From an optimization exercise on the open Yosys and OpenROAD flow, aimed at small area, a short achievable clock period and few clock cycles per item; shortcuts taken in it are not production practice.
The RTL was checked by simulation tests, not by an equivalence proof against the original design.

## run A
==> flow/design.v (excerpt) <==
module pe_requant #(
    parameter int ACC_W  = 32,
    parameter int MULT_W = 16,
    parameter int CNT_W  = 16
) (
    input  logic              clk,
    input  logic              rst_n,
    input  logic              in_valid,
    output logic              in_ready,
    input  logic [ACC_W-1:0]  in_acc,
    input  logic [ACC_W-1:0]  in_bias,
    input  logic              in_last,
    output logic              out_valid,
    input  logic              out_ready,
    output logic [7:0]        out_data,
    output logic              out_last,
    input  logic              cfg_we,
    input  logic [MULT_W-1:0] cfg_mult,
    input  logic [4:0]        cfg_shift,
    input  logic [7:0]        cfg_zp,
    output logic              busy,
    output logic [CNT_W-1:0]  out_count
);
export LEC_CHECK = 0
export ABC_AREA = 1
export ABC_CLOCK_PERIOD_IN_PS = 4400
export CAP_MARGIN = 20
export CORE_MARGIN = 2
export CORE_UTILIZATION = 55
export CTS_BUF_LIST = sky130_fd_sc_hd__clkbuf_4 sky130_fd_sc_hd__clkbuf_8
export CTS_CLUSTER_SIZE = 30
export SETUP_SLACK_MARGIN = 5.0
export SLEW_MARGIN = 20
export SYNTH_HIERARCHICAL = 1
export SYNTH_MINIMUM_KEEP_SIZE = 0
create_clock -name core_clock -period 9.0 [get_ports {clk}]
standard.sh (not shown) runs the stock make flow with config.mk's settings and CLKGATE_MAP_FILE= SYNTH_SCRIPT=/design/flow/synth_recipe.tcl, a recipe that flattens the netlist after the stock synthesis.
==> flow/flow/run.sh <==
#!/bin/bash
# Standard layout, with plain buffers (not delay buffers) on the ports and a
# clock tree without dummy loads.
export BUFFER_PORTS_ARGS="-buffer_cell sky130_fd_sc_hd__buf_1"
export CTS_ARGS="-sink_clustering_enable -repair_clock_nets -dont_use_dummy_load -sink_clustering_size 30 -buf_list {sky130_fd_sc_hd__clkbuf_4 sky130_fd_sc_hd__clkbuf_8}"
bash standard.sh > standard.log 2>&1
Testbench counts of run A, summed over its fixed seeds: cycles 11,204, items 10,948.
Input changes introduced in run B (baseline for comparison: run A):
- ABC_AREA no longer set, was 1
- CORE_UTILIZATION now 62, was 55
### Flow results
Routed wire length shrinks by a few percent when moving from run A to run B. The number of buffers inserted by post-CTS setup repair number comes out lower for run B vs run A. Relative to run A, worst setup slack decreased by 0.014 ns in run B. Comparing the two runs side by side, run B comes out ahead of run A on cell area after layout. The number of antenna diodes of run B is lower than that of run A. The lower global-route usage came out of run A.
Input changes introduced in run C (baseline for comparison: run B):
- changing CORE_UTILIZATION from 62 to 55
Notes after the runs:
Run B -> run C: overall die area increased by more than 10%
Going from run B to run C, met3 wirelength from detailed routing fell about 20%; cell area went down 99 um2.
Diff run B -> run C: utilization -7.8 points; via-per-instance ratio -0.25; number of gates given a new drive strength after cts +8; combined global-route utilization of all metal layers -4.0 points.
Taking run B as the reference, in run C relative slew slack lower, multi-input combinational area share saw an increase.
Input-level comparison between run D and run C:
==> flow/flow/run.sh <==
#!/bin/bash
# Standard layout, with plain buffers (not delay buffers) on the ports.
export BUFFER_PORTS_ARGS="-buffer_cell sky130_fd_sc_hd__buf_1"
bash standard.sh > standard.log 2>&1
==> comparison <==
Run D vs. run C: part of the Yosys area used for sequential elements stayed essentially flat; area of all placed cells without fillers went up; synthesized cell count about even.

* * *

## nickel
pe_requant again, from the RTL that the note above started with.
==> flow/config.mk <==
export PLATFORM = sky130hd
export DESIGN_NAME = pe_requant
export DESIGN_NICKNAME = pe_requant
export VERILOG_FILES = /design/flow/design.v
export SDC_FILE = /design/flow/constraint.sdc
export NUM_CORES = 4
export LEC_CHECK = 0
export ABC_CLOCK_PERIOD_IN_PS = 4400
export CAP_MARGIN = 20
export CORE_MARGIN = 2
export CORE_UTILIZATION = 55
export CTS_BUF_LIST = sky130_fd_sc_hd__clkbuf_4 sky130_fd_sc_hd__clkbuf_8
export CTS_CLUSTER_SIZE = 30
export SETUP_SLACK_MARGIN = 4.8
export SLEW_MARGIN = 20
export SYNTH_HIERARCHICAL = 1
export SYNTH_MINIMUM_KEEP_SIZE = 0
==> flow/constraint.sdc <==
create_clock -name core_clock -period 9.0 [get_ports {clk}]
set_input_delay 1.8000 -clock core_clock [delete_from_list [all_inputs] [get_ports {clk}]]
set_output_delay 1.8000 -clock core_clock [all_outputs]
set_load 0.01 [all_outputs]
==> flow/flow/run.sh <==
#!/bin/bash
# Standard layout, with plain buffers (not delay buffers) on the ports and a
# clock tree without dummy loads.
export BUFFER_PORTS_ARGS="-buffer_cell sky130_fd_sc_hd__buf_1"
export CTS_ARGS="-sink_clustering_enable -repair_clock_nets -dont_use_dummy_load -sink_clustering_size 30 -buf_list {sky130_fd_sc_hd__clkbuf_4 sky130_fd_sc_hd__clkbuf_8}"
bash standard.sh > standard.log 2>&1
Both conditions hold for nickel: the flow ran to the end and the final layout passed the timing, design-rule and antenna checks.
Testbench counts of nickel, summed over its fixed seeds: cycles 11,204, items 10,948.
Relative to nickel, the following input files were edited for sierra:
==> flow/flow/run.sh <==
#!/bin/bash
# Standard layout, with plain buffers (not delay buffers) on the ports and a
# clock tree without dummy loads.
export BUFFER_PORTS_ARGS="-buffer_cell sky130_fd_sc_hd__buf_1"
export CTS_ARGS="-sink_clustering_enable -repair_clock_nets -dont_use_dummy_load -sink_clustering_size 20 -sink_clustering_max_diameter 100 -buf_list {sky130_fd_sc_hd__clkbuf_8 sky130_fd_sc_hd__clkbuf_16}"
bash standard.sh > standard.log 2>&1
diff --git a/flow/config.mk b/flow/config.mk
--- a/flow/config.mk
+++ b/flow/config.mk
@@ -13,3 +13,3 @@
 export CTS_CLUSTER_SIZE = 30
-export SETUP_SLACK_MARGIN = 4.8
+export SETUP_SLACK_MARGIN = 5.0
 export SLEW_MARGIN = 20
Findings:
- A kind of critical path of flip-flop to flip-flop is what nickel shows, while input port to primary output belongs to sierra.
- Compared with nickel, in sierra sequential cell count neither gained nor lost much, shortest period the worst path allows decreased 0.16 ns, total nets after synthesis was more or less identical, core box area neither gained nor lost much.
- Looking at start point of the critical path, the out_ready result is from sierra; the s1_sum[22]$_DFF_P_ one comes from nickel.
- Diff nickel -> sierra: fmax moved up; HPWL after detailed placement level; post-route cell area moved up; total detailed-routing wirelength moved up.

==> re-timing with driven ports <==
Ports are ideal in the flow. The routed layouts listed here were re-timed in OpenROAD. Step 1, drivers: a clkbuf_16 drives clk and a buf_2 each remaining input, both assumed. Step 2, shift: input delay + t, output delay - t, t = (earliest + latest rising clock arrival at the registers) / 2. This alone moves slack from input paths to output paths. Three values: ideal ports, drivers, drivers and shift; two values: the first two.
run	t, ns	slack for setup (ns)	clock arrival spread, ns
run A	0.641	5.029 / 5.009 / 4.753	0.063 / 0.063
run B	0.622	5.015 / 4.987 / 4.491	0.084 / 0.084
run C	0.658	5.012 / 4.986 / 4.453	0.077 / 0.078
run D	0.680	5.012 / 4.982 / 4.497	0.042 / 0.043
nickel	0.645	4.854 / 4.854 / 4.362	0.079 / 0.079
sierra	0.570	5.013 / 4.986 / 4.469	0.051 / 0.051
After both steps setup and hold are still met in every run listed. The setup slack of run C, which loses most, moves by -0.026 ns with the drivers and by -0.559 ns with both steps.
